This design comes from an exercise in tuning for small area on the open sky130 flow, not from production work.
The RTL was checked by simulation tests, not by an equivalence proof against the original design.
No activity file was given, so power comes from the tool's default toggle rates.

## consensus_acceptor
module consensus_acceptor #(
    parameter int ID_BITS     = 48,
    parameter int VALUE_BITS  = 64,
    parameter int UID_BITS    = 16,
    parameter int QUEUE_DEPTH = 4
) (
    input  logic                               clk,
    input  logic                               rst_n,
    input  logic                               req_valid,
    output logic                               req_ready,
    input  logic [2:0]                         req_func,
    input  logic [UID_BITS-1:0]                req_from_uid,
    input  logic [ID_BITS-1:0]                 req_proposal_id,
    input  logic [ID_BITS-1:0]                 req_accepted_in,
    input  logic [VALUE_BITS-1:0]              req_value,
    output logic                               rsp_valid,
    input  logic                               rsp_ready,
    output logic [2:0]                         rsp_msg_kind,
    output logic [UID_BITS-1:0]                rsp_dest_uid,
    output logic [ID_BITS-1:0]                 rsp_msg_proposal_id,
    output logic [ID_BITS-1:0]                 rsp_msg_other_id,
    output logic [VALUE_BITS-1:0]              rsp_msg_value,
    output logic                               rsp_persist_needed,
    output logic                               rsp_prepare_expired,
    output logic                               rsp_last,
    input  logic                               cfg_we,
    input  cac_pkg::cfg_idx_t                  cfg_index,
    input  logic [cac_pkg::CFG_DATA_BITS-1:0]  cfg_data
);
export LEC_CHECK = 0
export CAP_MARGIN = 20
export CORE_MARGIN = 2
export CORE_UTILIZATION = 70
export SLEW_MARGIN = 20
create_clock -name core_clock -period 10.0 [get_ports {clk}]
standard.sh (not shown) runs the stock make flow with config.mk's settings and CLKGATE_MAP_FILE= SYNTH_SCRIPT=/design/flow/synth_recipe.tcl, a recipe that flattens the netlist after the stock synthesis.
==> flow/flow/run.sh <==
#!/bin/bash
# The standard layout (standard.sh) with two changes: the port buffers are
# the smallest buffer cell, and the clock tree uses clkbuf_4 leaf buffers on
# small clusters and clkbuf_8 above them, without dummy loads. Each ORFS step
# logs to orfs/logs; make's own output goes to standard.log here.
set -euo pipefail
export BUFFER_PORTS_ARGS="-buffer_cell sky130_fd_sc_hd__buf_1"
export CTS_ARGS="-sink_clustering_enable -repair_clock_nets -buf_list sky130_fd_sc_hd__clkbuf_8 -root_buf sky130_fd_sc_hd__clkbuf_8 -sink_clustering_buffer sky130_fd_sc_hd__clkbuf_4 -sink_clustering_size 10 -sink_clustering_max_diameter 40 -dont_use_dummy_load"
bash standard.sh > standard.log 2>&1
The starting point ran to the end with no violations.
Rerun with:
--- a/flow/design.v
+++ b/flow/design.v
@@ -233,28 +233,26 @@
     logic load_second;
     assign slot_free   = !out_valid_reg || rsp_ready;
     assign load_second = slot_free && second_reg;
     assign pop         = slot_free && !second_reg && !q_empty;
     logic pid_eq_prom, pid_lt_prom, prom_zero, dup;
     logic is_prep, is_acc, is_pers, is_rec;
     logic prep_promise, prep_take, prep_nack;
     logic acc_permit, acc_take, acc_nack;
     logic set_prom, set_acc;
     logic [2:0] kind_d;
     logic live_d, two_d;
-    logic pid_zero;
-    assign pid_zero    = h_pid == '0;
-    assign prom_zero   = prom_clr_reg;
+    assign prom_zero   = prom_clr_reg || promised_reg == '0;
     assign pid_eq_prom = !prom_zero && h_pid == promised_reg;
     assign pid_lt_prom = !prom_zero && h_pid < promised_reg;
-    assign dup         = !acc_clr_reg && !pid_zero && h_pid == acc_id_reg && h_val == acc_val_reg;
+    assign dup         = !acc_clr_reg && acc_id_reg != '0 && h_pid == acc_id_reg && h_val == acc_val_reg;
     assign is_prep = h_op == 2'd0;
     assign is_acc  = h_op == 2'd1;
     assign is_pers = h_op == 2'd2;
     assign is_rec  = h_op == 2'd3 && h_flag;
     assign prep_promise = is_prep && pid_eq_prom;
     assign prep_take    = is_prep && !pid_eq_prom && !pid_lt_prom && !prom_pend_reg;
     assign prep_nack    = is_prep && pid_lt_prom;
     assign acc_permit   = is_acc && dup;
     assign acc_take     = is_acc && !dup && !pid_lt_prom && !acc_pend_reg;
     assign acc_nack     = is_acc && !dup && pid_lt_prom;
     assign set_prom = pop && (prep_take || acc_take || is_rec);
@@ -291,23 +289,23 @@
     begin
         if (!rst_n)
         begin
             prom_clr_reg  <= 1'b1;
             acc_clr_reg   <= 1'b1;
             prom_pend_reg <= 1'b0;
             acc_pend_reg  <= 1'b0;
         end
         else
         begin
             if (set_prom)
-                prom_clr_reg <= pid_zero;
+                prom_clr_reg <= 1'b0;
             if (set_acc)
                 acc_clr_reg <= 1'b0;
             if (pop && prep_take && h_flag)
                 prom_pend_reg <= 1'b1;
             else if (pop && is_pers)
                 prom_pend_reg <= 1'b0;
             if (pop && acc_take && h_flag)
                 acc_pend_reg <= 1'b1;
             else if (pop && is_pers)
                 acc_pend_reg <= 1'b0;
         end
Effect:
- die area came out higher slightly
- clock-buffer cell count went up by 2
- final area went up slightly
- via count rose by a few percent
- combinational power went up by well over a third
- maximum frequency went up by roughly a tenth
- sequential power is about the same
- core utilization went down by 0.36 points

[re-timing with driven ports]
The results above use ideal ports. As a check the final layouts listed here were re-extracted and re-timed, cells and wires unchanged. Step 1: set_driving_cell puts a clkbuf_16 on clk and a buf_2 on each other input, an assumption about the parent block. Step 2, shift: input delay + t, output delay - t, t = (earliest + latest rising clock arrival at the registers) / 2. This alone moves slack from input paths to output paths. Slacks: ideal / step 1 / step 2; pairs: ideal / step 1.
run | t, ns | setup WS [ns] | worst register clock-pin slew, ns | worst data-port slew with drivers (ns) | pins driven straight from the clock port
the first run | 0.753 | 3.599 / 3.599 / 3.599 | 0.12 / 0.12 | 0.27 | 1
the second run | 0.762 | 4.250 / 4.250 / 4.250 | 0.11 / 0.11 | 0.18 | 1
After both steps setup and hold are still met in every run listed.
